This is an optimization exercise on Yosys and OpenROAD, whose aim is small area, a short achievable clock period and few clock cycles, not a production implementation.
Function was checked by simulation only, so behaviour that the tests miss may differ from the original.
Power figures rest on the tool's default switching activity, not on a simulated workload.

### flow/config.mk
export PLATFORM = sky130hd
export DESIGN_NAME = hrrn_ready_queue_core
export DESIGN_NICKNAME = hrrn_ready_queue_core
export VERILOG_FILES = /design/flow/design.v
export SDC_FILE = /design/flow/constraint.sdc
export NUM_CORES = 4
export LEC_CHECK = 0
export CAP_MARGIN = 20
export CORE_MARGIN = 2
export CORE_UTILIZATION = 40
export SLEW_MARGIN = 20
### flow/run.sh
#!/bin/bash
# synth_recipe.tcl (not shown) runs the flow's synth.tcl, then flattens the netlist and writes it again
# the make line also repeats each setting of config.mk as NAME=value (left out here)
make -C /OpenROAD-flow-scripts/flow DESIGN_CONFIG=/design/flow/config.mk WORK_HOME=/design/flow/orfs CLKGATE_MAP_FILE= SYNTH_SCRIPT=/design/flow/synth_recipe.tcl finish
### flow/design.v
`timescale 1ns / 1ps
package hrq_pkg;
    localparam int DEPTH = 16;
    localparam int IDX_W = 4;
    localparam int CNT_W = 5;
    localparam int OP_W     = 2;
    localparam int ID_W     = 8;
    localparam int TIME_W   = 16;
    localparam int PRIO_W   = 21;
    localparam int STATUS_W = 2;
    localparam int IN_DATA_W  = 64;
    localparam int OUT_DATA_W = 16;
    localparam int EST_LSB    = ID_W;
    localparam int WAIT_LSB   = EST_LSB + TIME_W;
    localparam int PRIO_LSB   = WAIT_LSB + TIME_W;
    localparam logic [OP_W-1:0] OP_ENQUEUE = 2'd0;
    localparam logic [OP_W-1:0] OP_DEQUEUE = 2'd1;
    localparam logic [OP_W-1:0] OP_TICK    = 2'd2;
    localparam logic [OP_W-1:0] OP_PICK    = 2'd3;
    localparam logic [STATUS_W-1:0] ST_OK        = 2'd0;
    localparam logic [STATUS_W-1:0] ST_FULL      = 2'd1;
    localparam logic [STATUS_W-1:0] ST_NOT_FOUND = 2'd2;
endpackage
`timescale 1ns / 1ps
`timescale 1ns / 1ps
module hrq_div (
    input  logic        i_clk,
    input  logic        i_rst_n,
    input  logic        i_load,    
    input  logic [15:0] i_wait,    
    input  logic [19:0] i_d,       
    output logic        o_busy,
    output logic        o_done,
    output logic [20:0] o_prio
);
    function automatic logic geq24(input logic [23:0] a, input logic [23:0] b);
        logic [31:0] g, p;
        g = '0;
        p = '1;
        for (int i = 0; i < 24; i++) begin
            g[i] = a[i] & !b[i];
            p[i] = a[i] | !b[i];
        end
        g[0] = p[0];             
        for (int w = 1; w < 32; w = w * 2) begin
            for (int i = 0; i + w < 32; i = i + 2 * w) begin
                g[i] = g[i + w] | (p[i + w] & g[i]);
                p[i] = p[i + w] & p[i];
            end
        end
        geq24 = g[0];
    endfunction
    function automatic logic [20:0] sub23(input logic [22:0] a, input logic [22:0] b);
        logic [22:0] g, p, x;
        logic [22:0] c;
        for (int i = 0; i < 23; i++) begin
            g[i] = a[i] & !b[i];
            p[i] = a[i] | !b[i];
            x[i] = a[i] ^ !b[i];
        end
        g[0] = p[0];
        for (int l = 0; l < 5; l++) begin
            for (int i = 0; i < 23; i++) begin
                if ((i >> l) & 1) begin
                    g[i] = g[i] | (p[i] & g[((i >> l) << l) - 1]);
                    p[i] = p[i] & p[((i >> l) << l) - 1];
                end
            end
        end
        c[0] = 1'b1;
        for (int i = 1; i < 23; i++) c[i] = g[i - 1];
        sub23 = {g[22], 20'(x[19:0] ^ c[19:0])};
    endfunction
    function automatic logic [21:0] add22(input logic [21:0] a, input logic [21:0] b);
        logic [21:0] g, p, x;
        logic [21:0] c;
        for (int i = 0; i < 22; i++) begin
            g[i] = a[i] & b[i];
            p[i] = a[i] | b[i];
            x[i] = a[i] ^ b[i];
        end
        for (int l = 0; l < 5; l++) begin
            for (int i = 0; i < 22; i++) begin
                if ((i >> l) & 1) begin
                    g[i] = g[i] | (p[i] & g[((i >> l) << l) - 1]);
                    p[i] = p[i] & p[((i >> l) << l) - 1];
                end
            end
        end
        c[0] = 1'b0;
        for (int i = 1; i < 22; i++) c[i] = g[i - 1];
        add22 = x ^ c;
    endfunction
    logic        r_prep;     
    logic        r_busy;     
    logic [3:0]  r_cnt;
    logic [19:0] r_d;
    logic [21:0] r_d3;
    logic [19:0] r_rem;
    logic [21:0] r_nq;
    logic [15:0] r_w;
    logic [23:0] num;
    logic        est0;
    logic [6:0]  z;       
    logic [6:0]  st;
    logic [19:0] rem0;
    logic [21:0] nq0;
    logic [3:0]  cnt0;
    assign num  = {r_w, 8'd0};
    assign est0 = (r_d == 20'd0);
    function automatic int pj(input int j);
        pj = (j == 6) ? 22 : 4 * j;
    endfunction
    always_comb begin
        for (int j = 0; j < 6; j++)
            z[j] = !geq24(num >> pj(j), {4'd0, r_d});
        z[6] = 1'b1;
        rem0 = '0;
        nq0  = '0;
        cnt0 = '0;
        for (int j = 0; j <= 6; j++) begin
            st[j] = z[j] && ((j == 0) || !z[(j == 0) ? 0 : j - 1]);
            if (st[j]) begin
                rem0 = rem0 | 20'(num >> pj(j));
                nq0  = nq0 | 22'(num << (22 - pj(j)));
                cnt0 = cnt0 | 4'(pj(j) / 2);
            end
        end
    end
    logic [22:0] r4;
    logic [20:0] s1, s2, s3;
    logic [19:0] rem1;
    logic [1:0]  dig;
    logic [12:0] hi_inc;
    logic        cy;
    always_comb begin
        r4 = {1'b0, r_rem, r_nq[21:20]};
        s1 = sub23(r4, {3'd0, r_d});
        s2 = sub23(r4, {2'd0, r_d, 1'b0});
        s3 = sub23(r4, {1'b0, r_d3});
        if (s3[20]) begin
            dig = 2'd3; rem1 = s3[19:0];
        end else if (s2[20]) begin
            dig = 2'd2; rem1 = s2[19:0];
        end else if (s1[20]) begin
            dig = 2'd1; rem1 = s1[19:0];
        end else begin
            dig = 2'd0; rem1 = r4[19:0];
        end
        cy = 1'b1;
        for (int i = 0; i < 13; i++) begin
            hi_inc[i] = r_nq[6 + i] ^ cy;
            cy = cy & r_nq[6 + i];
        end
    end
    logic last;
    assign last   = r_busy && (r_cnt == 4'd1);
    assign o_busy = r_prep || r_busy;
    assign o_done = (r_prep && (est0 || st[0])) || last;
    assign o_prio = r_prep ? (est0 ? 21'h1FFFFF : 21'd256)
                           : {hi_inc, r_nq[5:0], dig};
    always_ff @(posedge i_clk) begin
        if (!i_rst_n) begin
            r_prep <= 1'b0;
            r_busy <= 1'b0;
        end else begin
            r_prep <= i_load;
            if (r_prep)
                r_busy <= !est0 && !st[0];
            else if (last)
                r_busy <= 1'b0;
        end
        if (i_load) begin
            r_w <= i_wait;
            r_d <= i_d;
        end
        if (r_prep) begin
            r_cnt <= cnt0;
            r_d3  <= add22({2'd0, r_d}, {1'b0, r_d, 1'b0});
            r_rem <= rem0;
            r_nq  <= nq0;
        end else if (r_busy) begin
            r_cnt <= r_cnt - 4'd1;
            r_rem <= rem1;
            r_nq  <= {r_nq[19:0], dig};
        end
    end
endmodule
`timescale 1ns / 1ps
module hrrn_ready_queue_core (
    input  logic                             i_clk,
    input  logic                             i_rst_n,
    input  logic                             i_s_axis_tvalid,
    output logic                             o_s_axis_tready,
    input  logic [hrq_pkg::IN_DATA_W-1:0]    i_s_axis_tdata,
    input  logic [hrq_pkg::OP_W-1:0]         i_s_axis_tuser,
    output logic                             o_m_axis_tvalid,
    input  logic                             i_m_axis_tready,
    output logic [hrq_pkg::OUT_DATA_W-1:0]   o_m_axis_tdata
);
    localparam int N = hrq_pkg::DEPTH;
    logic        x_v;
    logic [1:0]  x_op;
    logic [60:0] x_d;
    logic [7:0]  in_id;
    logic [15:0] in_est;
    logic [15:0] in_wait;
    logic [20:0] in_prio;
    logic [1:0]  in_op;
    logic [19:0] in_d;
    assign in_id   = x_d[7:0];
    assign in_est  = x_d[23:8];
    assign in_wait = x_d[39:24];
    assign in_prio = x_d[60:40];
    assign in_op   = x_op;
    assign in_d    = add20({1'b0, in_est, 3'b000}, {3'b000, in_est, 1'b0});
    function automatic logic [19:0] add20(input logic [19:0] a, input logic [19:0] b);
        logic [19:0] g, p, x;
        logic [19:0] c;
        for (int i = 0; i < 20; i++) begin
            g[i] = a[i] & b[i];
            p[i] = a[i] | b[i];
            x[i] = a[i] ^ b[i];
        end
        for (int l = 0; l < 5; l++) begin
            for (int i = 0; i < 20; i++) begin
                if ((i >> l) & 1) begin
                    g[i] = g[i] | (p[i] & g[((i >> l) << l) - 1]);
                    p[i] = p[i] & p[((i >> l) << l) - 1];
                end
            end
        end
        c[0] = 1'b0;
        for (int i = 1; i < 20; i++) c[i] = g[i - 1];
        add20 = x ^ c;
    endfunction
    function automatic logic [1:0] cmp21(input logic [20:0] a, input logic [20:0] b);
        logic [31:0] g, p;
        g = '0;
        p = '1;
        for (int i = 0; i < 21; i++) begin
            g[i] = a[i] & !b[i];
            p[i] = a[i] | !b[i];
        end
        for (int w = 1; w < 32; w = w * 2) begin
            for (int i = 0; i + w < 32; i = i + 2 * w) begin
                g[i] = g[i + w] | (p[i + w] & g[i]);
                p[i] = p[i + w] & p[i];
            end
        end
        cmp21 = {g[0], g[0] | p[0]};
    endfunction
    logic [N-1:0]        t_val;
    logic [N-1:0][7:0]   t_job;
    logic [N-1:0][19:0]  t_d;      
    logic [N-1:0][15:0]  t_wait;
    logic [N-1:0][20:0]  t_prio;
    logic [N-1:0][N-1:0] r_bef;    
    logic [N-1:0][N-1:0] r_beat;   
    logic [4:0]          cnt;
    logic        o_v;
    logic [1:0]  o_st;
    logic          tk_p, tk_g;
    logic [N-1:0]  tk_slot;
    logic          dv_busy, dv_done;
    logic [20:0]   dv_prio;
    logic [N-1:0][N-1:0] bef, beat;
    always_comb begin
        for (int a = 0; a < N; a++) begin
            for (int b = 0; b < N; b++) begin
                if (a < b) begin
                    bef[a][b]  = r_bef[a][b];
                    beat[a][b] = r_beat[a][b];
                end else if (a > b) begin
                    bef[a][b]  = !r_bef[b][a];
                    beat[a][b] = !r_beat[b][a];
                end else begin
                    bef[a][b]  = 1'b0;
                    beat[a][b] = 1'b0;
                end
            end
        end
    end
    logic tk_busy, out_free, acc, go, full;
    logic is_enq, is_deq, is_tick;
    assign tk_busy  = tk_p || dv_busy || tk_g;
    assign out_free = !o_v || i_m_axis_tready;
    assign go      = x_v && !tk_busy && out_free;    
    assign o_s_axis_tready = !x_v || (go && !(is_tick && anym)) || tk_g;
    assign acc     = go;
    assign full    = cnt[4];
    assign is_enq  = (in_op == hrq_pkg::OP_ENQUEUE);
    assign is_deq  = (in_op == hrq_pkg::OP_DEQUEUE);
    assign is_tick = (in_op == hrq_pkg::OP_TICK);
    logic [20:0]  cmp_p;
    logic [N-1:0] gt, ge, m, lt, sel, z, after, first, f, newbeat, wsl;
    logic anym;
    assign cmp_p = in_prio;    
    always_comb begin
        for (int s = 0; s < N; s++) begin
            {gt[s], ge[s]} = cmp21(cmp_p, t_prio[s]);
            m[s]  = t_val[s] && (t_job[s] == in_id);
            lt[s] = t_val[s] && gt[s];
            sel[s] = tk_g ? tk_slot[s] : (is_enq ? lt[s] : m[s]);
        end
        for (int t = 0; t < N; t++) begin
            z[t] = 1'b0;
            for (int u = 0; u < N; u++)
                if (u != t && sel[u] && bef[u][t]) z[t] = 1'b1;
            after[t]   = lt[t] || z[t];
            first[t]   = m[t] && !z[t];
            newbeat[t] = (tk_g ? z[t] : after[t]) ? ge[t] : gt[t];
        end
        for (int s = 0; s < N; s++) begin
            f[s] = !t_val[s];
            for (int j = 0; j < s; j++) if (!t_val[j]) f[s] = 1'b0;
        end
        wsl = tk_g ? tk_slot : f;
    end
    assign anym = |m;
    logic enq_do, deq_do, tk_look;
    assign enq_do  = acc && is_enq && !full;
    assign deq_do  = acc && is_deq && anym;
    assign tk_look = acc && is_tick && anym;
    logic [N-1:0] win;
    logic [7:0]   pick_id;
    always_comb begin
        pick_id = '0;
        for (int s = 0; s < N; s++) begin
            win[s] = t_val[s];
            for (int t = 0; t < N; t++)
                if (t != s && t_val[t] && !beat[s][t]) win[s] = 1'b0;
            pick_id = pick_id | (win[s] ? t_job[s] : 8'd0);
        end
    end
    assign o_m_axis_tvalid = o_v;
    assign o_m_axis_tdata  = {o_st, cnt, (cnt != 5'd0), pick_id};
    logic [15:0] rd_wait, wp;
    logic [19:0] rd_d;
    always_comb begin
        rd_wait = '0;
        rd_d    = '0;
        for (int s = 0; s < N; s++) begin
            rd_wait = rd_wait | (tk_slot[s] ? t_wait[s] : 16'd0);
            rd_d    = rd_d    | (tk_slot[s] ? t_d[s]    : 20'd0);
        end
    end
    always_comb begin
        logic cy;
        cy = 1'b1;
        for (int i = 0; i < 16; i++) begin
            wp[i] = rd_wait[i] ^ cy;
            cy = cy & rd_wait[i];
        end
        if (cy) wp = 16'hFFFF;
    end
    logic [15:0] wr_wait;
    assign wr_wait = tk_p ? wp : in_wait;
    hrq_div u_div (
        .i_clk   (i_clk),
        .i_rst_n (i_rst_n),
        .i_load  (tk_p),
        .i_wait  (wp),
        .i_d     (rd_d),
        .o_busy  (dv_busy),
        .o_done  (dv_done),
        .o_prio  (dv_prio)
    );
    always_ff @(posedge i_clk) begin
        if (!i_rst_n) begin
            x_v   <= 1'b0;
            o_v   <= 1'b0;
            t_val <= '0;
            cnt   <= '0;
            tk_p  <= 1'b0;
            tk_g  <= 1'b0;
        end else begin
            if (o_s_axis_tready) x_v <= i_s_axis_tvalid;
            tk_p <= tk_look;
            tk_g <= dv_done;
            if (acc)
                o_v <= !tk_look;
            else if (tk_g)
                o_v <= 1'b1;
            else if (i_m_axis_tready)
                o_v <= 1'b0;
            if (enq_do) begin
                cnt   <= cnt + 5'd1;
                t_val <= t_val | f;
            end else if (deq_do) begin
                cnt   <= cnt - 5'd1;
                t_val <= t_val & ~first;
            end
        end
        if (o_s_axis_tready) begin
            x_op <= i_s_axis_tuser;
            x_d  <= i_s_axis_tdata[60:0];
        end else if (dv_done) begin
            x_d[60:40] <= dv_prio;
        end
        if (acc) begin
            if (is_enq)
                o_st <= full ? hrq_pkg::ST_FULL : hrq_pkg::ST_OK;
            else if ((is_deq || is_tick) && !anym)
                o_st <= hrq_pkg::ST_NOT_FOUND;
            else
                o_st <= hrq_pkg::ST_OK;
        end
        if (tk_look) tk_slot <= first;
        for (int s = 0; s < N; s++) begin
            if (enq_do && f[s]) begin
                t_job[s]  <= in_id;
                t_d[s]    <= in_d;
            end
            if ((enq_do && f[s]) || (tk_p && tk_slot[s])) t_wait[s] <= wr_wait;
            if ((enq_do && f[s]) || (tk_g && tk_slot[s])) t_prio[s] <= cmp_p;
        end
        for (int a = 0; a < N; a++) begin
            for (int b = a + 1; b < N; b++) begin
                if (enq_do && (f[a] || f[b]))
                    r_bef[a][b] <= f[a] ? after[b] : !after[a];
                if ((enq_do || tk_g) && (wsl[a] || wsl[b]))
                    r_beat[a][b] <= wsl[a] ? newbeat[b] : !newbeat[a];
            end
        end
    end
endmodule
### flow/constraint.sdc
create_clock -name core_clock -period 5.0 [get_ports {i_clk}]
set_input_delay 1.0000 -clock core_clock [delete_from_list [all_inputs] [get_ports {i_clk}]]
set_output_delay 1.0000 -clock core_clock [all_outputs]
set_load 0.01 [all_outputs]
==> qor.csv, run 1 <==
stage,metric,value,unit
grt,grt_pass1_vias,55800,
timing,setup_viol,1,
floorplan,dieWidth,432,um
synthesis,mappedNetlistArea,73300,um2
final_layout,nets_final,6943,
grt,gr-total-overflow,0,
pwr,clock_network_fraction_of_design_power,42.4,%
final_layout,multiInputGateArea,27400,um2
synthesis,avgSynthCellArea,12.2,um2
synthesis,syn-instance-count,5991,
final_layout,instances_no_fill,9170,
timing,fmaxAchievable,200,MHz
clock_network,tritoncts.num_buffers,163,
pwr,report.power.total,28.5,mW
timing,clock-skew-final,0.0579,ns
pwr,power.leakage,32.2,nW
final_layout,final_cell_area,88600,um2
synthesis,synth.largest_area_cell,edfxtp_1,
timing,finalWorstSetupSlack,-0.00443,ns
floorplan,pin_count,88,
timing,hold_violations,0,
route,drtPass1Iterations,10,
clock_network,worst_setup_hold_path_clk_slew,0.06,ns
grt,grt_max_degree,121,
placed_design,placed_cells_incl_taps,8834,
synthesis,yosys.area.top_type_share,59.3,%
outcome,failed_checks,negative setup slack,
setup_path,worst_endpoint_required_time,4.00,ns
grt,grt_use_total,32.0,%
synthesis,synth.area.top_cells,"edfxtp_1 (59%), ha_1 (3.5%), a21oi_1 (3.1%)",
clock_network,insertion_delay,0.87,ns
synthesis,synth_top_cells_by_count,"edfxtp_1 (1,447), a21oi_1 (456), nand2_1 (397)",
route,detail_route.wirelength.met1,123000,um
synthesis,ys_warn_count,2,
floorplan,floorplan.die_area,187000,um2
route,drt_drc_violations_left,0,
outcome,outcome,finished with violations,
route,drt_iter0_markers,8630,
synthesis,ys_seq_elements,1474,
pwr,peakVddDrop,0.386,mV
clock_network,clk_root_buffer_cell,clkbuf_16,
run,cap_violations,0,
route,detailroute.wirelength.met3,32600,um
synthesis,yosysUniqueCellTypes,115,
setup_path,cp.arrival,4.00,ns
route,wl_met2,134000,um
synthesis,syn_nets,6285,
timing,max_slew.worst_pin.slew,1.23,ns
setup_path,rr_startpoint,x_d[52],
min_path,min-delay-start,u_div.r_nq[1],
min_path,whs_endpoint,u_div.r_nq[3],
setup_path,end_kind,output pin,
floorplan,core_area,183000,um2
pwr,comb_power_share,8.5,%
route,number_of_vias_per_cell,6.42,
final_layout,layout-area-overhead-vs-synth,20.8,%
pwr,power.switching_fraction,24.2,%
setup_path,critPathKind,reg2out,
setup_path,timing.reg2reg.worst_path_depth,18,
timing,slew_headroom,17.2,%
grt,grt_first_pass_wirelength,426000,um
clock_network,clk_path_buf_depth,3,
final_layout,ff_latch_area,44000,um2
route,via_count,58900,
timing,setup_total_negative_slack,-0.00443,ns
pwr,seqPwrFrac,49.1,%
final_layout,fill_cells,16300,
setup_path,critical_path.max_fanout,9,
clock_network,cts.sink_count,1474,
placed_design,gp_routability_congestion,1.06,
route,antenna_left,0,
setup_path,start_kind,flip-flop,
timing,post-route-period-util,100,%
pwr,internal_power,21.6,mW
placed_design,place_area,82500,um2
placed_design,io_buffers,84,
final_layout,final_layout_size_suffix_gt1_share,17.9,%
placed_design,post-dp-hpwl,214000,um
setup_path,worst_reg2reg_path_endpoint,bef[190],
setup_path,internal_reg_to_reg_setup_slack,0.03,ns
min_path,worstHoldPathType,reg2reg,
synthesis,synth_enable_flop_cells,1447,
clock_network,tritoncts,done,
grt,antenna_found_initial,11,
floorplan,vert_die_dim,432,um
synthesis,synthFlopType,edfxtp_1,
floorplan,starting_density,40.1,%
pwr,power_density,322,nW/um2
floorplan,rows,157,
synthesis,synth.most_common_cell,edfxtp_1,
synthesis,synth_async_sr_flop_share,0,%
timing,final.min_clock_period,5.00,ns
pwr,p_switching,6.92,mW
route,route.final.wire_length,307000,um
clock_network,htree_levels,4,
synthesis,synth_sequential_area_ratio,60.0,%
timing,timing_max_transition_violations_final,0,
min_path,hold_depth,2,
route,top_signal_layer_used,met5,
route,routedWlPerCell,33.4,um
-- kinds of logic (layout without fill, tap and decap cells) --
family	Yosys count	after routing	synth area share (%)
other cells	0	9	0
xor+xnor	202	202	2.41
simple gates	1462	1462	10.2
compound gates	1824	1824	17.8
buf+inv	663	1436	3.63
flops	1474	1474	60.0
fa+ha+maj	285	285	4.86
mux	81	93	1.14
-- flip-flops by register name, summed over array words and instances, names as in the netlist, 20 cells and up --
name and cells:
t_wait 256, u_div.r_nq 22, bef 120, u_div.r_d3 21
t_d 304, x_d 61, beat 120, u_div.r_rem 20
t_prio 336, t_job 128
-- cell type report --
| cell class | count | share of cell area (%) |
|---|---|---|
| diodes | 9 | 0.0254 |
| clock buffers | 205 | 4.90 |
| clock inverters | 87 | 1.12 |
| inverters | 303 | 1.31 |
| multi-input cells | 3866 | 30.9 |
| flip-flops and latches | 1474 | 49.7 |
| well taps | 2385 | 3.37 |
| repair buffers | 841 | 8.68 |
-- placed cells by master (no fill, tap or decap), types with 61 or more instances in the layout --
master / instances
ha_1: 194
edfxtp_1: 1447
clkbuf_16: 164
nand4_1: 97
xor2_1: 88
clkdlybuf4s50_1: 83
buf_4: 661
inv_1: 277
nor2_1: 246
nand2_1: 397
a22oi_1: 132
nand3_1: 79
nor2b_1: 155
o22ai_1: 119
nor3_1: 121
a22o_1: 160
xnor2_1: 107
mux2i_1: 61
o21ai_0: 168
a221oi_1: 225
a21oi_1: 454
nand2b_1: 155
buf_12: 90
-- critical path: stages, from the launching register on --
cell,delay (ns)
dfxtp_1,0.57
clkinvlp_4,0.37
buf_4,0.24
o221ai_1,0.30
nor4_4,0.10
buf_4,0.22
a221oi_1,0.25
and3_1,0.23
nand4_1,0.25
clkdlybuf4s50_1,0.59
-- metrics by stage --
step | util (%) | setup slack [ns] | hold slack [ns]
4_1_cts | 48.3 | -0.00220 | 0.523
3_3_place_gp | 45.1 | -0.236 | 0.507
2_1_floorplan | - | 0.0357 | 0.500
6_report | 48.5 | -0.00443 | 0.521
5_1_grt | 48.5 | -0.00958 | 0.531
3_5_place_dp | 45.1 | -0.226 | 0.524
-- per-layer routing --
metal	global-route usage [%]	vias to the layer above
met2	48.4	3852
met5	0	-
met4	15.6	6
li1	-	24700
met1	43.5	29600
met3	7.19	780
-- what timing repair did --
action,in CTS,in global routing
gates cloned,10,3
pin swaps,4,5
hold buffers,0,0
hold endpoints to repair,0,0
setup buffers,10,11
setup endpoints to repair,277,312
resized for setup,58,27
-- power by group through the flow --
stage / Combinational, mW / Sequential (mW) / Clock (mW)
floorplan: 1.11 / 14.3 / 0
detailed placement: 2.33 / 14.3 / 0
CTS: 2.37 / 14.0 / 12.3
finish: 2.43 / 14.0 / 12.1
global route: 2.57 / 14.0 / 12.7
global placement: 2.29 / 14.3 / 0
-- worst max-delay path by stage --
stage / cells past startpoint / end / slack (ns) / startpoint
floorplan: 24 / t_wait[103] / 0.04 / tk_slot[6]
global placement: 23 / t_wait[113] / -0.24 / tk_slot[0]
detailed placement: 23 / t_wait[131] / -0.23 / tk_slot[0]
CTS: 23 / t_wait[215] / -0.002 / tk_slot[0]
global route: 23 / t_wait[76] / -0.01 / tk_slot[0]
finish: 9 / o_m_axis_tdata[0] / -0.004 / t_val[9]
Testbench counts, summed over its fixed seeds: cycles 8,224.
==> inputs of run 2 (changes only) <==
--- a/flow/design.v
+++ b/flow/design.v
@@ -31,4 +31,6 @@
     input  logic [19:0] i_d,       
     output logic        o_busy,
+    output logic        o_prep,    
+    output logic [15:0] o_wait,    
     output logic        o_done,
     output logic [20:0] o_prio
@@ -157,4 +159,6 @@
     assign last   = r_busy && (r_cnt == 4'd1);
     assign o_busy = r_prep || r_busy;
+    assign o_prep = r_prep;
+    assign o_wait = r_w;
     assign o_done = (r_prep && (est0 || st[0])) || last;
     assign o_prio = r_prep ? (est0 ? 21'h1FFFFF : 21'd256)
@@ -257,13 +261,16 @@
     logic [N-1:0][20:0]  t_prio;
     logic [N-1:0][N-1:0] r_bef;    
-    logic [N-1:0][N-1:0] r_beat;   
+    logic [N-1:0]        best;     
+    logic                rc;       
     logic [4:0]          cnt;
-    logic        o_v;
+    logic        o_v, q1_v, pend;
+    logic [15:0] o_d, q1_d;
     logic [1:0]  o_st;
-    logic          tk_p, tk_g;
+    logic        rc_f;     
+    logic          tk_g;
     logic [N-1:0]  tk_slot;
     logic          dv_busy, dv_done;
     logic [20:0]   dv_prio;
-    logic [N-1:0][N-1:0] bef, beat;
+    logic [N-1:0][N-1:0] bef;
     always_comb begin
         for (int a = 0; a < N; a++) begin
@@ -271,21 +278,20 @@
                 if (a < b) begin
                     bef[a][b]  = r_bef[a][b];
-                    beat[a][b] = r_beat[a][b];
                 end else if (a > b) begin
                     bef[a][b]  = !r_bef[b][a];
-                    beat[a][b] = !r_beat[b][a];
                 end else begin
                     bef[a][b]  = 1'b0;
-                    beat[a][b] = 1'b0;
                 end
             end
         end
     end
-    logic tk_busy, out_free, acc, go, full;
+    logic tk_busy, acc, go, full, xdone;
+    logic rc_deq, rc_tk, any_g;
     logic is_enq, is_deq, is_tick;
-    assign tk_busy  = tk_p || dv_busy || tk_g;
-    assign out_free = !o_v || i_m_axis_tready;
-    assign go      = x_v && !tk_busy && out_free;    
-    assign o_s_axis_tready = !x_v || (go && !(is_tick && anym)) || tk_g;
+    assign tk_busy  = dv_busy || tk_g;
+    assign go      = x_v && !tk_busy && !rc && !rc_f && !(pend && o_v && q1_v);
+    assign xdone   = (go && !(is_tick && anym) && !rc_deq) || (tk_g && !rc_tk) || rc_f;
+    assign o_s_axis_tready = !x_v || (go && !(is_tick && anym) && !rc_deq) ||
+                             (tk_g && !(|(tk_slot & best))) || rc_f;
     assign acc     = go;
     assign full    = cnt[4];
@@ -294,5 +300,6 @@
     assign is_tick = (in_op == hrq_pkg::OP_TICK);
     logic [20:0]  cmp_p;
-    logic [N-1:0] gt, ge, m, lt, sel, z, after, first, f, newbeat, wsl;
+    logic [N-1:0] gt, ge, m, lt, sel, z, ze, after, first, f, newbeat, greater;
+    logic nb_best, s_wins;
     logic anym;
     assign cmp_p = in_prio;    
@@ -302,12 +309,16 @@
             m[s]  = t_val[s] && (t_job[s] == in_id);
             lt[s] = t_val[s] && gt[s];
-            sel[s] = tk_g ? tk_slot[s] : (is_enq ? lt[s] : m[s]);
+            greater[s] = t_val[s] && !ge[s];
+            sel[s] = (tk_g || rc_f) ? tk_slot[s] : m[s];
         end
         for (int t = 0; t < N; t++) begin
-            z[t] = 1'b0;
-            for (int u = 0; u < N; u++)
+            z[t]  = 1'b0;
+            ze[t] = 1'b0;
+            for (int u = 0; u < N; u++) begin
                 if (u != t && sel[u] && bef[u][t]) z[t] = 1'b1;
-            after[t]   = lt[t] || z[t];
-            first[t]   = m[t] && !z[t];
+                if (u != t && lt[u] && bef[u][t]) ze[t] = 1'b1;
+            end
+            after[t]   = lt[t] || ze[t];
+            first[t]   = sel[t] && !z[t];
             newbeat[t] = (tk_g ? z[t] : after[t]) ? ge[t] : gt[t];
         end
@@ -316,25 +327,51 @@
             for (int j = 0; j < s; j++) if (!t_val[j]) f[s] = 1'b0;
         end
-        wsl = tk_g ? tk_slot : f;
     end
-    assign anym = |m;
+    assign anym  = |m;
+    assign any_g = |greater;
+    logic bhead;
+    always_comb begin
+        bhead = 1'b1;
+        for (int u = 0; u < N; u++)
+            if (t_val[u] && !best[u] && |(best & bef[u])) bhead = 1'b0;
+    end
+    assign nb_best = |(best & gt) || (|(best & ge) && !bhead);
+    always_comb begin
+        s_wins = 1'b1;
+        for (int t = 0; t < N; t++)
+            if (t_val[t] && !tk_slot[t] && !newbeat[t]) s_wins = 1'b0;
+    end
+    assign rc_deq = go && is_deq && |(m & best) && (cnt != 5'd1);
+    assign rc_tk  = tk_g && |(tk_slot & best) && !s_wins;
+    logic [N-1:0] cset, csel;
+    logic [20:0]  rd_prio;
+    always_comb begin
+        cset = rc ? greater : (t_val & ~best);
+        rd_prio = '0;
+        for (int s = 0; s < N; s++) begin
+            csel[s] = cset[s];
+            for (int j = 0; j < s; j++) if (cset[j]) csel[s] = 1'b0;
+            rd_prio = rd_prio | (csel[s] ? t_prio[s] : 21'd0);
+        end
+    end
     logic enq_do, deq_do, tk_look;
     assign enq_do  = acc && is_enq && !full;
     assign deq_do  = acc && is_deq && anym;
     assign tk_look = acc && is_tick && anym;
-    logic [N-1:0] win;
     logic [7:0]   pick_id;
     always_comb begin
         pick_id = '0;
-        for (int s = 0; s < N; s++) begin
-            win[s] = t_val[s];
-            for (int t = 0; t < N; t++)
-                if (t != s && t_val[t] && !beat[s][t]) win[s] = 1'b0;
-            pick_id = pick_id | (win[s] ? t_job[s] : 8'd0);
-        end
+        for (int s = 0; s < N; s++)
+            pick_id = pick_id | (best[s] ? t_job[s] : 8'd0);
     end
+    logic [15:0] res;
+    logic        pop, cap;
+    assign res  = {o_st, cnt, (cnt != 5'd0), (cnt != 5'd0) ? pick_id : 8'd0};
+    assign pop  = o_v && i_m_axis_tready;
+    assign cap  = pend && !(o_v && q1_v && !pop);
     assign o_m_axis_tvalid = o_v;
-    assign o_m_axis_tdata  = {o_st, cnt, (cnt != 5'd0), pick_id};
-    logic [15:0] rd_wait, wp;
+    assign o_m_axis_tdata  = o_d;
+    logic [15:0] rd_wait, wp, wsrc, dv_w;
+    logic        dv_prep;
     logic [19:0] rd_d;
     always_comb begin
@@ -342,6 +379,6 @@
         rd_d    = '0;
         for (int s = 0; s < N; s++) begin
-            rd_wait = rd_wait | (tk_slot[s] ? t_wait[s] : 16'd0);
-            rd_d    = rd_d    | (tk_slot[s] ? t_d[s]    : 20'd0);
+            rd_wait = rd_wait | (first[s] ? t_wait[s] : 16'd0);
+            rd_d    = rd_d    | (first[s] ? t_d[s]    : 20'd0);
         end
     end
@@ -350,18 +387,21 @@
         cy = 1'b1;
         for (int i = 0; i < 16; i++) begin
-            wp[i] = rd_wait[i] ^ cy;
-            cy = cy & rd_wait[i];
+            wp[i] = wsrc[i] ^ cy;
+            cy = cy & wsrc[i];
         end
         if (cy) wp = 16'hFFFF;
     end
     logic [15:0] wr_wait;
-    assign wr_wait = tk_p ? wp : in_wait;
+    assign wsrc    = dv_prep ? dv_w : in_wait;
+    assign wr_wait = wp;
     hrq_div u_div (
         .i_clk   (i_clk),
         .i_rst_n (i_rst_n),
-        .i_load  (tk_p),
-        .i_wait  (wp),
+        .i_load  (tk_look),
+        .i_wait  (rd_wait),
         .i_d     (rd_d),
         .o_busy  (dv_busy),
+        .o_prep  (dv_prep),
+        .o_wait  (dv_w),
         .o_done  (dv_done),
         .o_prio  (dv_prio)
@@ -373,16 +413,24 @@
             t_val <= '0;
             cnt   <= '0;
-            tk_p  <= 1'b0;
             tk_g  <= 1'b0;
+            rc    <= 1'b0;
+            rc_f  <= 1'b0;
+            pend  <= 1'b0;
+            q1_v  <= 1'b0;
         end else begin
             if (o_s_axis_tready) x_v <= i_s_axis_tvalid;
-            tk_p <= tk_look;
+            else if (xdone)      x_v <= 1'b0;
             tk_g <= dv_done;
-            if (acc)
-                o_v <= !tk_look;
-            else if (tk_g)
-                o_v <= 1'b1;
-            else if (i_m_axis_tready)
-                o_v <= 1'b0;
+            pend <= xdone || (pend && !cap);
+            if (pop) begin
+                o_v  <= q1_v || cap;
+                q1_v <= q1_v && cap;
+            end else if (!o_v) begin
+                o_v  <= cap;
+            end else if (!q1_v) begin
+                q1_v <= cap;
+            end
+            rc   <= rc_deq || rc_tk || (rc && any_g);
+            rc_f <= rc && !any_g;
             if (enq_do) begin
                 cnt   <= cnt + 5'd1;
@@ -398,4 +446,20 @@
         end else if (dv_done) begin
             x_d[60:40] <= dv_prio;
+        end else if (is_deq || tk_g || rc) begin
+            x_d[60:40] <= rd_prio;
+        end
+        if (enq_do && (cnt == 5'd0 || nb_best))
+            best <= f;
+        else if (tk_g && s_wins)
+            best <= tk_slot;
+        else if (rc_f)
+            best <= first;
+        if (pop) begin
+            o_d  <= q1_v ? q1_d : res;
+            q1_d <= res;
+        end else if (!o_v) begin
+            o_d  <= res;
+        end else if (!q1_v) begin
+            q1_d <= res;
         end
         if (acc) begin
@@ -408,4 +472,5 @@
         end
         if (tk_look) tk_slot <= first;
+        else if (rc && !any_g) tk_slot <= t_val & ge & ~gt;    
         for (int s = 0; s < N; s++) begin
             if (enq_do && f[s]) begin
@@ -413,5 +478,5 @@
                 t_d[s]    <= in_d;
             end
-            if ((enq_do && f[s]) || (tk_p && tk_slot[s])) t_wait[s] <= wr_wait;
+            if ((enq_do && f[s]) || (dv_prep && tk_slot[s])) t_wait[s] <= wr_wait;
             if ((enq_do && f[s]) || (tk_g && tk_slot[s])) t_prio[s] <= cmp_p;
         end
@@ -420,6 +485,4 @@
                 if (enq_do && (f[a] || f[b]))
                     r_bef[a][b] <= f[a] ? after[b] : !after[a];
-                if ((enq_do || tk_g) && (wsl[a] || wsl[b]))
-                    r_beat[a][b] <= wsl[a] ? newbeat[b] : !newbeat[a];
             end
         end
--- a/flow/config.mk
+++ b/flow/config.mk
@@ -9,3 +9,4 @@
 export CORE_MARGIN = 2
 export CORE_UTILIZATION = 40
+export SETUP_SLACK_MARGIN = 0.5
 export SLEW_MARGIN = 20
==> run 2 against run 1 <==
Net effect:
- first-iteration DRC count increased by 21%
- die area is 1.6% higher
- via count rose by 8.9%
- largest cell class unchanged
- now clean on timing, DRC and antenna
==> qor.csv, run 2 <==
stage,metric,value,unit,change
floorplan,pin_count,88,,unchanged
route,antenna_left,0,,unchanged
grt,grt_max_degree,52,,was 121
synthesis,mux_cell_area_share_after_synthesis,0.984,%,was 1.14%
floorplan,rows,158,,was 157
setup_path,internal_reg_to_reg_setup_slack,0.41,ns,was 0.03 ns
final_layout,layout-area-overhead-vs-synth,21.0,%,was 20.8%
synthesis,synth_enable_flop_cells,1375,,"was 1,447"
setup_path,cp.arrival,3.69,ns,was 4.00 ns
outcome,outcome,no timing/DRC/antenna violations,,was finished with violations
clock_network,tritoncts.num_buffers,155,,was 163
route,drt_drc_violations_left,0,,unchanged
floorplan,dieWidth,436,um,was 432 um
grt,use_met1,48.6,%,was 43.5%
clock_network,hold_buffers,0,,unchanged
grt,grt_first_pass_wirelength,489000,um,"was 426,000 um"
route,drtPass1Iterations,10,,unchanged
clock_network,insertion_delay,0.86,ns,was 0.87 ns
floorplan,floorplan.die_area,190000,um2,"was 187,000 um2"
grt,gr-total-overflow,0,,unchanged
synthesis,ys_seq_elements,1405,,"was 1,474"
grt,grt_util_met3,10.4,%,was 7.19%
timing,setup_total_negative_slack,0,ns,was -0.00443 ns
setup_path,crit_path_start,x_d[5],,was t_val[9]
clock_network,clk_path_buf_depth,3,,unchanged
synthesis,synth.most_common_cell,edfxtp_1,,unchanged
synthesis,synthAdderAreaFrac,5.11,%,was 4.86%
synthesis,synth_top_family_by_area,compound AO/OA/AOI/OAI gates,,unchanged
grt,antenna_found_initial,19,,was 11
setup_path,worst_reg2reg_path_endpoint,best[15],,was bef[190]
synthesis,avgSynthCellArea,11.6,um2,was 12.2 um2
setup_path,critical_path.max_fanout,32,,was 9
timing,post-route-period-util,93.9,%,was 100%
synthesis,post_synthesis_share_of_cell_area_spent_on_and_or_nand_and_nor_gates,10.8,%,was 10.2%
pwr,power_density,305,nW/um2,was 322 nW/um2
grt,grt_use_total,36.6,%,was 32.0%
synthesis,synth.area.top_cells,"edfxtp_1 (55%), ha_1 (3.5%), a22oi_1 (3.0%)",,"was edfxtp_1 (59%), ha_1 (3.5%), a21oi_1 (3.1%)"
pwr,power.leakage,32.7,nW,was 32.2 nW
synthesis,syn-instance-count,6427,,"was 5,991"
clock_network,htree_levels,4,,unchanged
clock_network,worst_setup_hold_path_clk_slew,0.06,ns,about the same
final_layout,largest_register_ff_count,336,,unchanged
synthesis,synth-xor-area-share,2.37,%,was 2.41%
placed_design,post-dp-hpwl,252000,um,"was 214,000 um"
final_layout,layout_common_cells,"edfxtp_1 (1,375), buf_4 (657), nand2_1 (501), inv_1 (329), nor2_1 (302)",,"was edfxtp_1 (1,447), buf_4 (661), a21oi_1 (454), nand2_1 (397), inv_1 (277)"
clock_network,cts.sink_count,1405,,"was 1,474"
route,number_of_vias_per_cell,6.69,,was 6.42
timing,setup_viol,0,,was 1
route,drt_iter0_markers,10500,,"was 8,630"
timing,timing_max_transition_violations_final,0,,unchanged
timing,hold_ws,0.519,ns,was 0.521 ns
clock_network,tritoncts,done,,unchanged
final_layout,nets_final,7262,,"was 6,943"
grt,global_route.usage.met2,54.1,%,was 48.4%
floorplan,vert_die_dim,436,um,was 432 um
pwr,peakVddDrop,0.304,mV,was 0.386 mV
synthesis,syn_nets,6725,,"was 6,285"
setup_path,worst_endpoint_required_time,4.00,ns,about the same
timing,max_slew.worst_pin.slew,1.34,ns,was 1.23 ns
floorplan,starting_density,40.2,%,was 40.1%
synthesis,yosysUniqueCellTypes,108,,was 115
synthesis,synth_async_sr_flop_share,0,%,unchanged
final_layout,biggestRegsByFlops,"t_prio x336, t_d x304, t_wait x256",,unchanged
synthesis,synth.largest_area_cell,edfxtp_1,,unchanged
synthesis,ys_warn_count,2,,unchanged
final_layout,final_layout_size_suffix_gt1_share,18.9,%,was 17.9%
setup_path,setup.worst_path.end,o_s_axis_tready,,was o_m_axis_tdata[0]
route,routedWlPerCell,37.3,um,was 33.4 um
timing,final.min_clock_period,4.69,ns,was 5.00 ns
floorplan,core_area,185000,um2,"was 183,000 um2"
clock_network,clk_root_buffer_cell,clkbuf_16,,unchanged
timing,fmaxAchievable,213,MHz,was 200 MHz
setup_path,start_kind,flip-flop,,unchanged
setup_path,timing.reg2reg.worst_path_depth,17,,was 18
grt,grt_pass1_vias,60400,,was 55.8k
setup_path,rr_startpoint,x_d[5],,was x_d[52]
final_layout,max_flop_register,t_prio,,unchanged
grt,top_usage_layer,met2,,unchanged
setup_path,critPathKind,reg2out,,unchanged
synthesis,synth_top_cells_by_count,"edfxtp_1 (1,375), nand2_1 (510), clkbuf_1 (358)",,"was edfxtp_1 (1,447), a21oi_1 (456), nand2_1 (397)"
timing,rsz_0062_raised_after_global_routing,yes,,
run,cap_violations,0,,unchanged
placed_design,io_buffers,84,,unchanged
timing,hold_violations,0,,unchanged
synthesis,synth_compound_gate_area_share,20.0,%,was 17.8%
setup_path,end_kind,output pin,,unchanged
route,route.final.wire_length,358000,um,"was 307,000 um"
final_layout,mostFrequentLayoutCell,edfxtp_1,,unchanged
timing,slew_headroom,10.1,%,was 17.2%
final_layout,postLayoutCoreUtil,48.7,%,was 48.5%
synthesis,yosys.area.top_type_share,55.4,%,was 59.3%
placed_design,gp_routability_congestion,1.12,,was 1.06
pwr,report.power.total,27.4,mW,was 28.5 mW
synthesis,synth_sequential_area_ratio,56.2,%,was 60.0%
timing,clock-skew-final,0.0559,ns,was 0.0579 ns
route,via_count,64100,,was 58.9k
synthesis,synthFlopType,edfxtp_1,,unchanged
synthesis,mappedNetlistArea,74500,um2,"was 73,300 um2"
min_path,worstHoldPathType,reg2reg,,unchanged
## run 2: cell count changes after synthesis, moves of 47 or more
cell / before / now
a22o_1: 160 / 100
a222oi_1: 47 / 111
nand2_1: 397 / 510
o22ai_1: 119 / 209
a21oi_1: 456 / 304
nand3_1: 79 / 126
nor2_1: 250 / 314
edfxtp_1: 1447 / 1375
a22oi_1: 132 / 293
clkbuf_1: 242 / 358
## run 2: worst max-delay path, cell delays in order (launching register included)
cell      delay [ns]
edfxtp_1        0.41
buf_12          0.20
xnor2_1         0.35
nand3_1         0.25
nor3_1          0.35
a22o_1          0.19
or3_1           0.14
o211ai_1        0.09
buf_4           0.21
a311oi_4        0.35
inv_4           0.14
buf_6           0.15
## run 2: worst min path at each step
stage / from / end / slack, ns / cells after the start
floorplan: pend / o_v / 0.46 / 2
global placement: pend / o_v / 0.49 / 2
detailed placement: pend / o_v / 0.49 / 2
CTS: pend / o_v / 0.52 / 2
global route: x_d[51] / t_prio[305] / 0.54 / 0
finish: x_d[51] / t_prio[305] / 0.52 / 0
## run 2: metal layers
metal  up-vias  wire [um]
li1      26300          -
met5         -        126
met4        18      22800
met2      4548     155000
met1     32200     140000
met3      1027      40400
## run 2: repair_timing
item / CTS / global route
gates resized for setup: 84 / 167
gates cloned: 2 / 1
pin swaps: 13 / 32
setup endpoints to repair: 445 / 491
buffers inserted: 28 / 41
## run 2: logic make-up after synthesis
kind of cell,after synthesis
muxes,67
and+or+nand+nor,1610
adders and majority gates,310
AOI/OAI and AO/OA,2001
buffers and inverters,832
DFF,1405
xor gates and xnor gates,202
## run 2: cell type report
class	instances	area, um2
fillers	16600	95100
flip-flops and latches	1405	41900
multi-input cells	4191	30700
repair buffers	854	7950
clock buffers	175	3980
well taps	2480	3100
inverters	357	1380
clock inverters	105	1110
diodes	18	45.0
## run 2: power breakdown
part | internal (mW) | switching (mW) | total (mW)
registers | 13.3 | 0.105 | 13.4
clock network | 6.34 | 5.19 | 11.5
logic | 0.890 | 1.63 | 2.52
## run 2: per-stage QoR
stage | setup WS [ns] | instances | instance area, um2
global placement | 0.135 | 9215 | 83200
detailed placement | 0.120 | 9215 | 83200
finish | 0.306 | 9585 | 90100
global route | 0.211 | 9568 | 90100
floorplan | 0.545 | 6427 | 74600
CTS | 0.315 | 9525 | 89000
Testbench counts of run 2, summed over its fixed seeds: cycles 8,086.
==> inputs of run 3 (changes only) <==
--- a/flow/config.mk
+++ b/flow/config.mk
@@ -9,4 +9,4 @@
 export CORE_MARGIN = 2
 export CORE_UTILIZATION = 40
-export SETUP_SLACK_MARGIN = 0.5
+export SETUP_SLACK_MARGIN = 0.3
 export SLEW_MARGIN = 20
==> run 3 against run 2 <==
Net effect:
- critical path depth decreased by 2
- final cell count shrank 0.53%
- synthesized cell count did not move
- sequential power about the same
- first-iteration DRC count down 4.1%
- register-to-register slack worse by 0.12 ns
- total power is 0.64% lower
- core utilization shrank 0.55 points
- via count decreased by 0.32%
- count of clock-buffer cells in the layout increased by 25
- sequential cell count is the same
- clock power is essentially flat
- largest cell class unchanged
- largest power group unchanged
- highest routed layer unchanged
==> qor.csv, run 3 <==
stage,metric,value,unit,change
outcome,outcome,no timing/DRC/antenna violations,,unchanged
synthesis,yosysUniqueCellTypes,108,,unchanged
synthesis,synthFlopType,edfxtp_1,,unchanged
timing,rsz_0062_raised_after_global_routing,yes,,unchanged
setup_path,critical_path_buf_inv_count,4,,unchanged
placed_design,io_buffers,84,,unchanged
timing,slew_headroom,18.2,%,was 10.1%
synthesis,mappedNetlistArea,74500,um2,unchanged
setup_path,internal_reg_to_reg_setup_slack,0.29,ns,was 0.41 ns
grt,grt_max_degree,57,,was 52
synthesis,synth_top_cells_by_count,"edfxtp_1 (1,375), nand2_1 (510), clkbuf_1 (358)",,unchanged
grt,grt_pass1_vias,60300,,was 60.4k
setup_path,cp.arrival,3.74,ns,was 3.69 ns
min_path,hold_depth,2,,was 0
timing,post-route-period-util,94.8,%,was 93.9%
route,number_of_vias_per_cell,6.70,,was 6.69
synthesis,synth_sequential_area_ratio,56.2,%,unchanged
clock_network,htree_levels,4,,unchanged
route,routedWlPerCell,36.6,um,was 37.3 um
final_layout,fill_cells,16700,,was 16.6k
route,drt_iter0_markers,10000,,was 10.5k
timing,max_slew.worst_pin.slew,1.22,ns,was 1.34 ns
pwr,peakVddDrop,0.313,mV,was 0.304 mV
setup_path,timing.critical_path.max_delay_family,buffers and inverters,,was simple AND/OR/NAND/NOR gates
route,drtPass1Iterations,11,,was 10
placed_design,post-dp-hpwl,244000,um,"was 252,000 um"
timing,hold_ws,0.535,ns,was 0.519 ns
pwr,power_density,306,nW/um2,was 305 nW/um2
grt,global_route.usage.met2,52.8,%,was 54.1%
final_layout,max_flop_register,t_prio,,unchanged
timing,finalWorstSetupSlack,0.259,ns,was 0.306 ns
synthesis,ys_warn_count,2,,unchanged
grt,grt_use_total,35.7,%,was 36.6%
clock_network,tritoncts.num_buffers,156,,was 155
setup_path,worst_reg2reg_path_endpoint,bef[3],,was best[15]
clock_network,tritoncts,done,,unchanged
setup_path,critical_path.slowest_cell,edfxtp_1,,unchanged
floorplan,starting_density,40.2,%,unchanged
setup_path,crit_path_start,best[12],,was x_d[5]
route,via_count,63900,,was 64.1k
grt,top_usage_layer,met2,,unchanged
setup_path,start_kind,flip-flop,,unchanged
timing,final.min_clock_period,4.74,ns,was 4.69 ns
grt,use_met1,47.2,%,was 48.6%
grt,antenna_found_initial,20,,was 19
run,cap_violations,0,,unchanged
setup_path,worstPathCellList,"inv_1, nor4_4, a21oi_1, nand4_1, o211ai_1, buf_4, a311oi_4, inv_4, buf_6",,"was buf_12, xnor2_1, nand3_1, nor3_1, a22o_1, or3_1, o211ai_1, buf_4, a311oi_4, inv_4, buf_6"
route,route.final.wire_length,349000,um,"was 358,000 um"
floorplan,floorplan.die_area,190000,um2,unchanged
setup_path,critPathKind,reg2out,,unchanged
pwr,clock_network_fraction_of_design_power,42.1,%,was 42.0%
synthesis,synth_enable_flop_cells,1375,,unchanged
clock_network,worst_setup_hold_path_clk_slew,0.06,ns,about the same
floorplan,rows,158,,unchanged
setup_path,setup.worst_path.end,o_s_axis_tready,,unchanged
synthesis,synth.largest_area_cell,edfxtp_1,,unchanged
floorplan,dieWidth,436,um,unchanged
pwr,report.power.total,27.3,mW,was 27.4 mW
timing,setup_total_negative_slack,0,ns,unchanged
setup_path,rr_startpoint,x_d[44],,was x_d[5]
pwr,power.switching_fraction,24.9,%,was 25.2%
setup_path,critical_path_depth_in_cells,9,,was 11
setup_path,crit_path_max_incr_delay,0.82,ns,was 0.41 ns
pwr,power.leakage,32.2,nW,was 32.7 nW
synthesis,yosys.area.top_type_share,55.4,%,unchanged
route,drt_drc_violations_left,0,,unchanged
route,antenna_left,0,,unchanged
floorplan,core_area,185000,um2,unchanged
setup_path,timing.reg2reg.worst_path_depth,15,,was 17
grt,gr-total-overflow,0,,unchanged
timing,timing_max_transition_violations_final,0,,unchanged
synthesis,ys_seq_elements,1405,,unchanged
timing,fmaxAchievable,211,MHz,was 213 MHz
pwr,comb_power_share,8.8,%,was 9.2%
synthesis,syn_nets,6725,,unchanged
setup_path,critical_path.max_fanout,7,,was 32
final_layout,nets_final,7209,,"was 7,262"
synthesis,syn-instance-count,6427,,unchanged
synthesis,avgSynthCellArea,11.6,um2,unchanged
placed_design,gp_routability_congestion,1.15,,was 1.12
timing,clock-skew-final,0.0846,ns,was 0.0559 ns
timing,setup_viol,0,,unchanged
clock_network,clk_path_buf_depth,3,,unchanged
setup_path,end_kind,output pin,,unchanged
clock_network,clk_root_buffer_cell,clkbuf_16,,unchanged
pwr,p_switching,6.78,mW,was 6.93 mW
pwr,internal_power,20.5,mW,about the same
final_layout,layout_common_cells,"edfxtp_1 (1,375), buf_4 (609), nand2_1 (508), inv_1 (334)",,"was edfxtp_1 (1,375), buf_4 (657), nand2_1 (501), inv_1 (329), nor2_1 (302)"
final_layout,largest_register_ff_count,336,,unchanged
final_layout,mostFrequentLayoutCell,edfxtp_1,,unchanged
final_layout,final_layout_size_suffix_gt1_share,16.9,%,was 18.9%
synthesis,synth.most_common_cell,edfxtp_1,,unchanged
final_layout,layout-area-overhead-vs-synth,19.6,%,was 21.0%
timing,hold_violations,0,,unchanged
final_layout,biggestRegsByFlops,"t_prio x336, t_d x304, t_wait x256",,unchanged
clock_network,cts.sink_count,1405,,unchanged
placed_design,place_worst_setup_slack,0.150,ns,was 0.120 ns
floorplan,pin_count,88,,unchanged
setup_path,worst_endpoint_required_time,4.00,ns,about the same
grt,grt_util_met3,9.85,%,was 10.4%
min_path,worstHoldPathType,reg2reg,,unchanged
pwr,seqPwrFrac,49.2,%,was 48.8%
floorplan,vert_die_dim,436,um,unchanged
clock_network,insertion_delay,0.86,ns,about the same
synthesis,synth.area.top_cells,"edfxtp_1 (55%), ha_1 (3.5%), a22oi_1 (3.0%)",,unchanged
grt,grt_first_pass_wirelength,480000,um,"was 489,000 um"
synthesis,synth_async_sr_flop_share,0,%,unchanged
## run 3: power groups by stage
stage	logic, mW	registers, mW	clock network [mW]
2_1_floorplan	1.14	13.7	0
3_3_place_gp	2.24	13.7	0
3_5_place_dp	2.27	13.7	0
4_1_cts	2.28	13.4	11.6
5_1_grt	2.52	13.4	12.0
6_report	2.39	13.4	11.5
## run 3: worst min-delay path, stage by stage (launching register included)
cell      delay (ns)
edfxtp_1        0.34
nand2_1         0.05
nand2_1         0.05
## run 3: layer usage
metal	vias up	part of all wire (%)
met1	31900	39
li1	26200	-
met4	18	6.6
met5	-	0.034
met3	1084	12
met2	4625	43
## run 3: cell type report
| cell class | count | area, um2 | area share [%] |
|---|---|---|---|
| diodes | 18 | 45.0 | 0.0505 |
| clock buffers | 200 | 4110 | 4.61 |
| clock inverters | 83 | 946 | 1.06 |
| inverters | 357 | 1350 | 1.51 |
| multi-input cells | 4192 | 30200 | 33.8 |
| flip-flops and latches | 1405 | 41900 | 47.0 |
| well taps | 2480 | 3100 | 3.48 |
| repair buffers | 799 | 7520 | 8.44 |
## run 3: worst min path at each step
stage	startpoint	to	slack [ns]
after floorplan	pend	o_v	0.46
after global placement	t_wait[36]	u_div.r_w[4]	0.52
after detailed placement	t_wait[36]	u_div.r_w[4]	0.52
after CTS	q1_d[1]	q1_d[1]	0.54
after global routing	t_wait[35]	u_div.r_w[3]	0.56
final	q1_d[1]	q1_d[1]	0.53
## run 3: stage by stage
step           std cells  cell area, um2  util, %
6_report            9534           89100     48.1
5_1_grt             9516           89100     48.1
4_1_cts             9495           88500     47.8
3_5_place_dp        9205           83200     44.9
3_3_place_gp        9205           83200     44.9
2_1_floorplan       6427           74500        -
## run 3: cells by family after synthesis
group,share of synthesized area [%]
simple gates,10.8
flops,56.2
mux,0.984
compound gates,20.0
buf+inv,4.45
xor+xnor,2.37
fa+ha+maj,5.11
## run 3: timing repair
action,4_1_cts,5_1_grt
hold buffers,0,0
pin swaps,4,28
buffers inserted,7,15
setup endpoints to repair,93,397
gates cloned,0,4
resized for setup,24,91
==> inputs of run 4 (changes only) <==
--- a/flow/config.mk
+++ b/flow/config.mk
@@ -9,4 +9,5 @@
 export CORE_MARGIN = 2
 export CORE_UTILIZATION = 40
-export SETUP_SLACK_MARGIN = 0.3
+export SETUP_SLACK_MARGIN = 0.5
 export SLEW_MARGIN = 20
+export TNS_END_PERCENT = 5
==> run 4 against run 3 <==
Net effect:
- area after synthesis did not move
- largest cell class unchanged
- highest routed layer unchanged
- final cell count rose by 0.35%
- combinational power rose by 4%
- design area rose by 0.50%
- sequential cell count did not move
==> qor.csv, run 4 <==
stage,metric,value,unit,change
outcome,outcome,no timing/DRC/antenna violations,,unchanged
timing,hold_violations,0,,unchanged
setup_path,critical_path.max_fanout,32,,was 7
final_layout,max_flop_register,t_prio,,unchanged
timing,timing_max_transition_violations_final,0,,unchanged
route,drtPass1Iterations,9,,was 11
placed_design,gp_routability_congestion,1.12,,was 1.15
timing,finalWorstSetupSlack,0.260,ns,was 0.259 ns
final_layout,final_layout_size_suffix_gt1_share,18.0,%,was 16.9%
clock_network,tritoncts.num_buffers,155,,was 156
route,routedWlPerCell,37.4,um,was 36.6 um
grt,top_usage_layer,met2,,unchanged
synthesis,synthFlopType,edfxtp_1,,unchanged
route,number_of_vias_per_cell,6.68,,was 6.70
synthesis,synth.area.top_cells,"edfxtp_1 (55%), ha_1 (3.5%), a22oi_1 (3.0%)",,unchanged
synthesis,ys_warn_count,2,,unchanged
timing,rsz_0062_raised_after_global_routing,yes,,unchanged
clock_network,clk_path_buf_depth,3,,unchanged
floorplan,dieWidth,436,um,unchanged
pwr,peakVddDrop,0.302,mV,was 0.313 mV
placed_design,post-dp-hpwl,252000,um,"was 244,000 um"
synthesis,mappedNetlistArea,74500,um2,unchanged
min_path,worstHoldPathType,reg2reg,,unchanged
grt,grt_max_degree,52,,was 57
setup_path,cp.arrival,3.74,ns,about the same
synthesis,synth_top_cells_by_count,"edfxtp_1 (1,375), nand2_1 (510), clkbuf_1 (358)",,unchanged
grt,grt_pass1_vias,60300,,about the same
floorplan,rows,158,,unchanged
final_layout,layout_common_cells,"edfxtp_1 (1,375), buf_4 (648), nand2_1 (504), inv_1 (332), nor2_1 (304)",,"was edfxtp_1 (1,375), buf_4 (609), nand2_1 (508), inv_1 (334)"
synthesis,yosysUniqueCellTypes,108,,unchanged
grt,gr-total-overflow,0,,unchanged
floorplan,vert_die_dim,436,um,unchanged
route,drt_iter0_markers,10200,,was 10.0k
floorplan,starting_density,40.2,%,unchanged
clock_network,cts.sink_count,1405,,unchanged
timing,post-route-period-util,94.8,%,about the same
clock_network,clk_root_buffer_cell,clkbuf_16,,unchanged
synthesis,synth.largest_area_cell,edfxtp_1,,unchanged
final_layout,biggestRegsByFlops,"t_prio x336, t_d x304, t_wait x256",,unchanged
synthesis,ys_seq_elements,1405,,unchanged
synthesis,synth.most_common_cell,edfxtp_1,,unchanged
pwr,report.power.total,27.4,mW,was 27.3 mW
final_layout,layout-area-overhead-vs-synth,20.2,%,was 19.6%
timing,max_slew.worst_pin.slew,1.29,ns,was 1.22 ns
grt,grt_first_pass_wirelength,489000,um,"was 480,000 um"
synthesis,syn-instance-count,6427,,unchanged
setup_path,start_kind,flip-flop,,unchanged
clock_network,hold_buffers,0,,unchanged
final_layout,largest_register_ff_count,336,,unchanged
grt,antenna_found_initial,21,,was 20
setup_path,critPathKind,reg2out,,unchanged
clock_network,worst_setup_hold_path_clk_slew,0.06,ns,about the same
floorplan,floorplan.die_area,190000,um2,unchanged
timing,fmaxAchievable,211,MHz,about the same
synthesis,synth_async_sr_flop_share,0,%,unchanged
timing,setup_viol,0,,unchanged
route,drt_drc_violations_left,0,,unchanged
floorplan,core_area,185000,um2,unchanged
setup_path,worst_endpoint_required_time,4.00,ns,about the same
setup_path,internal_reg_to_reg_setup_slack,0.27,ns,was 0.29 ns
timing,slew_headroom,13.7,%,was 18.2%
route,via_count,63900,,about the same
route,route.final.wire_length,358000,um,"was 349,000 um"
grt,grt_use_total,36.6,%,was 35.7%
pwr,power_density,306,nW/um2,about the same
floorplan,pin_count,88,,unchanged
synthesis,synth_enable_flop_cells,1375,,unchanged
synthesis,yosys.area.top_type_share,55.4,%,unchanged
placed_design,io_buffers,84,,unchanged
placed_design,place_worst_setup_slack,0.120,ns,was 0.150 ns
grt,grt_util_met3,10.2,%,was 9.85%
synthesis,avgSynthCellArea,11.6,um2,unchanged
clock_network,htree_levels,4,,unchanged
pwr,power.leakage,32.5,nW,was 32.2 nW
run,cap_violations,0,,unchanged
setup_path,end_kind,output pin,,unchanged
final_layout,nets_final,7246,,"was 7,209"
grt,use_met1,48.5,%,was 47.2%
timing,final.min_clock_period,4.74,ns,about the same
clock_network,tritoncts,done,,unchanged
final_layout,mostFrequentLayoutCell,edfxtp_1,,unchanged
timing,clock-skew-final,0.0547,ns,was 0.0846 ns
timing,setup_total_negative_slack,0,ns,unchanged
synthesis,syn_nets,6725,,unchanged
route,antenna_left,0,,unchanged
synthesis,synth_sequential_area_ratio,56.2,%,unchanged
grt,global_route.usage.met2,54.2,%,was 52.8%
clock_network,insertion_delay,0.86,ns,about the same
-- run 4: cell type report --
cell class              count  area [um2]
multi-input cells        4191       30300
repair buffers            838        7770
well taps                2480        3100
flip-flops and latches   1405       41900
clock inverters           105        1110
fillers                 16600       95700
diodes                     16        40.0
inverters                 357        1370
clock buffers             175        3980
-- run 4: routing by layer --
| metal | routed length (um) | share of wire [%] |
|---|---|---|
| met5 | 197 | 0.055 |
| met4 | 22200 | 6.2 |
| met3 | 40500 | 11 |
| met1 | 140000 | 39 |
| met2 | 155000 | 43 |
-- run 4: worst paths after layout --
path,from,to,depth (start not counted)
min reg2reg,x_d[51],t_prio[305],0
max reg2reg,x_d[5],best[15],16
max,x_d[5],o_s_axis_tready,11
min,x_d[51],t_prio[305],0
-- run 4: kinds of logic (layout without fill, tap and decap cells) --
kind of cell | after synthesis | in the layout | share of synthesized area, %
other | 0 | 16 | 0
muxes | 67 | 67 | 0.984
buffers and inverters | 832 | 1475 | 4.45
xor gates and xnor gates | 202 | 202 | 2.37
and+or+nand+nor | 1610 | 1611 | 10.8
DFF | 1405 | 1405 | 56.2
adders and majority gates | 310 | 310 | 5.11
AOI/OAI and AO/OA | 2001 | 2001 | 20.0
-- run 4: worst max-delay path, cell delays in order, from the launching register on --
cell and delay, ns:
edfxtp_1 0.41, buf_12 0.19, xnor2_1 0.36, nand3_1 0.26, nor3_1 0.36, a22o_1 0.19
or3_1 0.14, o211ai_1 0.09, buf_4 0.21, a311oi_4 0.35, inv_4 0.14, buf_6 0.15
-- run 4: report_power, final --
group / leakage (nW) / internal (mW) / switching, mW / total, mW
combinational: 17.4 / 0.863 / 1.62 / 2.48
clock: 2.45 / 6.34 / 5.19 / 11.5
sequential: 12.6 / 13.3 / 0.104 / 13.4
total: 32.5 / 20.5 / 6.91 / 27.4
-- run 4: timing repair --
item | in CTS | in global routing
gates cloned | 2 | 1
buffers inserted | 23 | 30
setup endpoints to repair | 445 | 506
pin swaps | 12 | 14
gates resized for setup | 54 | 101
-- run 4: per-stage QoR --
stage / instances / utilization, % / cell area (um2) / hold slack, ns
final: 9567 / 48.4 / 89600 / 0.518
after global routing: 9551 / 48.3 / 89500 / 0.538
after CTS: 9520 / 47.9 / 88800 / 0.519
after detailed placement: 9215 / 44.9 / 83200 / 0.491
after global placement: 9215 / 44.9 / 83200 / 0.490
after floorplan: 6427 / - / 74600 / 0.460
==> inputs of run 5 (changes only) <==
--- a/flow/config.mk
+++ b/flow/config.mk
@@ -9,5 +9,5 @@
 export CORE_MARGIN = 2
 export CORE_UTILIZATION = 40
-export SETUP_SLACK_MARGIN = 0.5
+export SETUP_SLACK_MARGIN = 0.8
 export SLEW_MARGIN = 20
 export TNS_END_PERCENT = 5
==> run 5 against run 4 <==
Net effect:
- clock power about the same
- design area increased by 4.9%
- sequential power about the same
- synthesized cell count is the same
- wire length increased by 7.2%
- fmax is 3.4% higher
- die area stayed put
- core utilization is 2.4 points higher
- critical path type unchanged
==> qor.csv, run 5 <==
stage,metric,value,unit,change
min_path,min-delay-start,t_wait[36],,was x_d[51]
setup_path,end_kind,output pin,,unchanged
setup_path,worst_endpoint_required_time,4.00,ns,about the same
timing,post-route-period-util,91.7,%,was 94.8%
floorplan,dieWidth,436,um,unchanged
floorplan,rows,158,,unchanged
pwr,power.switching_fraction,24.9,%,was 25.2%
setup_path,critical_path_buf_inv_count,5,,was 4
setup_path,worstPathCellList,"buf_12, buf_8, xnor2_1, nand3_1, nor3_1, a22o_1, or3_4, o211ai_1, buf_4, a311oi_4, inv_4, buf_6",,"was buf_12, xnor2_1, nand3_1, nor3_1, a22o_1, or3_1, o211ai_1, buf_4, a311oi_4, inv_4, buf_6"
clock_network,clk_path_buf_depth,3,,unchanged
timing,max_slew.worst_pin.slew,1.22,ns,was 1.29 ns
setup_path,timing.reg2reg.worst_path_depth,8,,was 16
synthesis,synthFlopType,edfxtp_1,,unchanged
final_layout,layout-area-overhead-vs-synth,26.1,%,was 20.2%
clock_network,insertion_delay,0.86,ns,about the same
grt,grt_pass1_vias,62400,,was 60.3k
timing,hold_ws,0.537,ns,was 0.518 ns
floorplan,starting_density,40.2,%,unchanged
outcome,outcome,no timing/DRC/antenna violations,,unchanged
timing,slew_headroom,18.8,%,was 13.7%
pwr,internal_power,21.0,mW,was 20.5 mW
grt,grt_max_degree,54,,was 52
floorplan,floorplan.die_area,190000,um2,unchanged
timing,hold_violations,0,,unchanged
clock_network,worst_setup_hold_path_clk_slew,0.06,ns,about the same
setup_path,crit_path_max_incr_delay,0.43,ns,was 0.41 ns
setup_path,critical_path.max_fanout,11,,was 32
clock_network,clk_root_buffer_cell,clkbuf_16,,unchanged
run,cap_violations,0,,unchanged
clock_network,htree_levels,4,,unchanged
timing,finalWorstSetupSlack,0.417,ns,was 0.260 ns
synthesis,syn_nets,6725,,unchanged
synthesis,syn-instance-count,6427,,unchanged
pwr,p_switching,6.96,mW,was 6.91 mW
floorplan,core_area,185000,um2,unchanged
final_layout,final_cell_area,93900,um2,"was 89,600 um2"
synthesis,mappedNetlistArea,74500,um2,unchanged
placed_design,gp_routability_congestion,1.12,,about the same
route,routedWlPerCell,39.1,um,was 37.4 um
synthesis,ys_seq_elements,1405,,unchanged
route,drtPass1Iterations,10,,was 9
final_layout,nets_final,7491,,"was 7,246"
timing,setup_total_negative_slack,0,ns,unchanged
min_path,whs_endpoint,u_div.r_w[4],,was t_prio[305]
final_layout,mostFrequentLayoutCell,edfxtp_1,,unchanged
final_layout,max_flop_register,t_prio,,unchanged
pwr,peakVddDrop,0.294,mV,was 0.302 mV
setup_path,timing.critical_path.max_delay_family,buffers and inverters,,was simple AND/OR/NAND/NOR gates
clock_network,tritoncts,done,,unchanged
setup_path,worst_reg2reg_path_endpoint,t_d[173],,was best[15]
timing,clock-skew-final,0.0623,ns,was 0.0547 ns
pwr,power.leakage,34.5,nW,was 32.5 nW
placed_design,place_area,84100,um2,"was 83,200 um2"
timing,final.min_clock_period,4.58,ns,was 4.74 ns
final_layout,final_layout_size_suffix_gt1_share,23.4,%,was 18.0%
setup_path,rr_startpoint,pend,,was x_d[5]
timing,timing_max_transition_violations_final,0,,unchanged
placed_design,place_worst_setup_slack,-0.131,ns,was 0.120 ns
grt,grt_use_total,38.9,%,was 36.6%
pwr,clock_network_fraction_of_design_power,41.9,%,was 42.1%
setup_path,critical_path.slowest_cell,edfxtp_1,,unchanged
pwr,report.power.total,28.0,mW,was 27.4 mW
synthesis,synth_top_cells_by_count,"edfxtp_1 (1,375), nand2_1 (510), clkbuf_1 (358)",,unchanged
setup_path,critPathKind,reg2out,,unchanged
synthesis,synth_enable_flop_cells,1375,,unchanged
route,number_of_vias_per_cell,6.73,,was 6.68
pwr,comb_power_share,10.3,%,was 9.1%
final_layout,largest_register_ff_count,336,,unchanged
setup_path,start_kind,flip-flop,,unchanged
clock_network,tritoncts.num_buffers,156,,was 155
synthesis,avgSynthCellArea,11.6,um2,unchanged
[run 5: worst register-to-register path, stage by stage, from the launching register on]
cell      delay [ns]
dfxtp_1         0.48
nand3_1         0.47
nor4bb_2        0.61
nand2_1         0.28
nor2_2          0.74
buf_4           0.37
nand2_1         0.63
inv_1           0.27
buf_4           0.37
[run 5: metal layers]
metal  up-vias  global-route usage (%)  wire, um
met5         -                   0.454       345
met4        12                    21.9     25900
met3      1157                    11.9     45300
met2      4904                    57.7    165000
met1     33200                    50.5    147000
li1      26800                       -         -
[run 5: what timing repair did]
action	CTS	global route
hold buffers	0	0
resized for setup	245	285
pin swaps	69	73
setup buffers	96	98
endpoints found under the setup margin	555	937
gates cloned	6	9
[run 5: logic make-up after synthesis]
group           count (synthesis)  share of synthesized area (%)
buf+inv                       832                           4.45
flops                        1405                           56.2
xor+xnor                      202                           2.37
simple gates                 1610                           10.8
mux                            67                          0.984
fa+ha+maj                     310                           5.11
compound gates               2001                           20.0
[run 5: worst max path at each step]
stage	end	cells past startpoint	start
floorplan	x_d[57]	15	x_d[7]
global placement	best[1]	18	tk_slot[4]
detailed placement	x_d[59]	17	x_d[42]
CTS	o_s_axis_tready	12	x_d[7]
global route	x_d[57]	16	u_div.r_d[3]
finish	o_s_axis_tready	12	x_d[2]
[run 5: final cells by class]
cell class	count	area [um2]	area share [%]
Clock inverter	99	1100	1.17
Inverter	357	1380	1.47
Sequential cell	1405	41900	44.6
Tap cell	2480	3100	3.30
Timing Repair Buffer	1083	10400	11.1
Multi-Input combinational cell	4190	31900	34.0
Antenna cell	13	32.5	0.0346
Clock buffer	185	4090	4.35
[run 5: power groups by stage]
stage | combinational (mW) | clock (mW) | sequential [mW]
floorplan | 1.15 | 0 | 13.7
global placement | 2.30 | 0 | 13.7
detailed placement | 2.33 | 0 | 13.7
CTS | 2.62 | 11.8 | 13.4
global route | 3.00 | 12.2 | 13.4
finish | 2.87 | 11.7 | 13.4

Setup slack of run 5, layout unchanged: 0.417 ns with ideal ports, 0.326 ns with driving cells assumed (clock clkbuf_16, inputs buf_2), 0.418 ns with port delays also shifted by the 0.914 ns mid clock arrival.
